This design comes from an exercise in tuning for small area, a short achievable clock period and few clock cycles on the open sky130 flow, not from production work.
In this exercise RTL edits were held to simulation tests only and were not proved equivalent to the original.
No activity file was given, so power comes from the tool's default toggle rates.

==> run F <==
Design cache_bank, start of the top module:
module cache_bank
#(
    parameter int WAYS      = 4,
    parameter int RRPV_BITS = 2
) (
    input  logic                  i_clk,
    input  logic                  i_nreset,
    input  logic [1:0]            i_request_type,
    input  logic [cache_bank_pkg::ADDR_WIDTH-1:0] i_addr,
    input  logic                  i_type_valid,
    output logic                  o_type_ready,
    input  logic [cache_bank_pkg::DATA_WIDTH-1:0] i_data,
    output logic [cache_bank_pkg::DATA_WIDTH-1:0] o_pe_data_o,
    output logic                  o_pe_data_o_valid,
    input  logic                  i_pe_data_o_ready,
    output logic [cache_bank_pkg::ADDR_WIDTH-1:0] o_dram_addr,
    input  logic [cache_bank_pkg::DATA_WIDTH-1:0] i_dram_data,
    input  logic                  i_dram_data_i_valid,
    output logic                  o_dram_data_i_ready,
    output logic [cache_bank_pkg::DATA_WIDTH-1:0] o_dram_data_o,
    output logic                  o_dram_data_o_valid,
    input  logic                  i_dram_data_o_ready
);
    localparam int AW   = cache_bank_pkg::ADDR_WIDTH;
    localparam int DW   = cache_bank_pkg::DATA_WIDTH;
    localparam int TB   = cache_bank_pkg::TAG_BITS;
    localparam int SB   = cache_bank_pkg::SET_BITS;
    localparam int OB   = cache_bank_pkg::OFFSET_BITS;
    localparam int SETS = 1 << SB;
    localparam int RB   = RRPV_BITS;
    localparam logic [RB-1:0] RRPV_MAX    = '1;
    localparam logic [RB-1:0] RRPV_INSERT = RRPV_MAX - 1'b1;
    localparam int FQ   = 4;     
    localparam int FQB  = 2;
    function automatic logic [3:0] first4(input logic [3:0] v);
        first4[0] = v[0];
        first4[1] = v[1] & ~v[0];
        first4[2] = v[2] & ~v[1] & ~v[0];
        first4[3] = v[3] & ~v[2] & ~v[1] & ~v[0];
    endfunction
    logic [SETS-1:0][WAYS-1:0][TB-1:0] tag_mem;
    logic [SETS-1:0][WAYS-1:0][DW-1:0] data_mem;
    logic [SETS-1:0][WAYS-1:0]         valid_q;
    logic [SETS-1:0][WAYS-1:0]         dirty_q;
    logic [SETS-1:0][WAYS-1:0][RB-1:0] rrpv_q;
    logic          m_v, s_v;
    logic [1:0]    m_t, s_t;
    logic [AW-1:0] m_a, s_a;
    logic [DW-1:0] m_d, s_d;
    logic [SETS-1:0] m_oh;
    logic          m_take;
    logic          accept;
    logic          u_v;
  ...
==> flow/config.mk <==
export PLATFORM = sky130hd
export DESIGN_NAME = cache_bank
export DESIGN_NICKNAME = cache_bank
export VERILOG_FILES = /design/flow/design.v
export SDC_FILE = /design/flow/constraint.sdc
export NUM_CORES = 4
export LEC_CHECK = 0
export CAP_MARGIN = 20
export CORE_MARGIN = 2
export CORE_UTILIZATION = 55
export CTS_CLUSTER_DIAMETER = 100
export CTS_CLUSTER_SIZE = 22
export SETUP_SLACK_MARGIN = 5
export SLEW_MARGIN = 20
export TNS_END_PERCENT = 5
==> flow/constraint.sdc <==
create_clock -name core_clock -period 9.0 [get_ports {i_clk}]
set_input_delay 1.8000 -clock core_clock [delete_from_list [all_inputs] [get_ports {i_clk}]]
set_output_delay 1.8000 -clock core_clock [all_outputs]
set_load 0.01 [all_outputs]
standard.sh (not shown) runs the stock make flow with config.mk's settings and CLKGATE_MAP_FILE= SYNTH_SCRIPT=/design/flow/synth_recipe.tcl, a recipe that flattens the netlist after the stock synthesis.
==> flow/flow/run.sh <==
#!/bin/bash
set -euo pipefail
bash standard.sh SETUP_SLACK_MARGIN=5.35 finish > standard_make.log 2>&1
==> inputs of run B, as changes to run F <==
==> flow/flow/run.sh (replaced) <==
#!/bin/bash
set -euo pipefail
bash standard.sh SETUP_SLACK_MARGIN=5.8 finish > standard_make.log 2>&1
--- a/flow/config.mk
+++ b/flow/config.mk
@@ -9,3 +9,3 @@
 export CORE_MARGIN = 2
-export CORE_UTILIZATION = 55
+export CORE_UTILIZATION = 62
 export CTS_CLUSTER_DIAMETER = 100
==> summary of the runs <==
- Synthesized cell count is the same in run F and run B.
- In run B the clock skew is higher than in run F, by 0.011 ns.
- Of run F and run B, run B has the higher total power (gap about 0.8%, measured against run B).
- Area after synthesis is the same in run F and run B.
- Sequential power is about the same in run F and run B.
Testbench counts of run F, summed over its fixed seeds: cycles 12,511.
Testbench counts of run B, summed over its fixed seeds: cycles 12,511.

[re-timing with driven ports]
Ports are ideal in the flow. The routed layouts listed here were re-timed in OpenROAD.
Step 1 (the two cells are an assumption about what drives the block):
set clk [get_ports {i_clk}]
set_driving_cell -lib_cell sky130_fd_sc_hd__clkbuf_16 $clk
set_driving_cell -lib_cell sky130_fd_sc_hd__buf_2 [delete_from_list [all_inputs] $clk]
Step 2 moves the port delays by t, midway between the first and last clock arrival at a register: inputs arrive t later, outputs are due t later. That takes back most of the time a late clock gives input paths.
Three values: ideal, step 1, step 2; two values: the first two.
| run | t, ns | setup slack, ns | clock arrival spread, ns | worst register clock-pin slew, ns |
|---|---|---|---|---|
| run F | 0.957 | 5.154 / 5.118 / 4.410 | 0.038 / 0.038 | 0.10 / 0.10 |
| run B | 0.964 | 5.344 / 5.329 / 4.781 | 0.042 / 0.043 | 0.10 / 0.10 |
After both steps every run listed still meets setup and hold. For run F, which loses most, drivers alone change the setup slack by -0.036 ns; drivers and shift together by -0.744 ns.
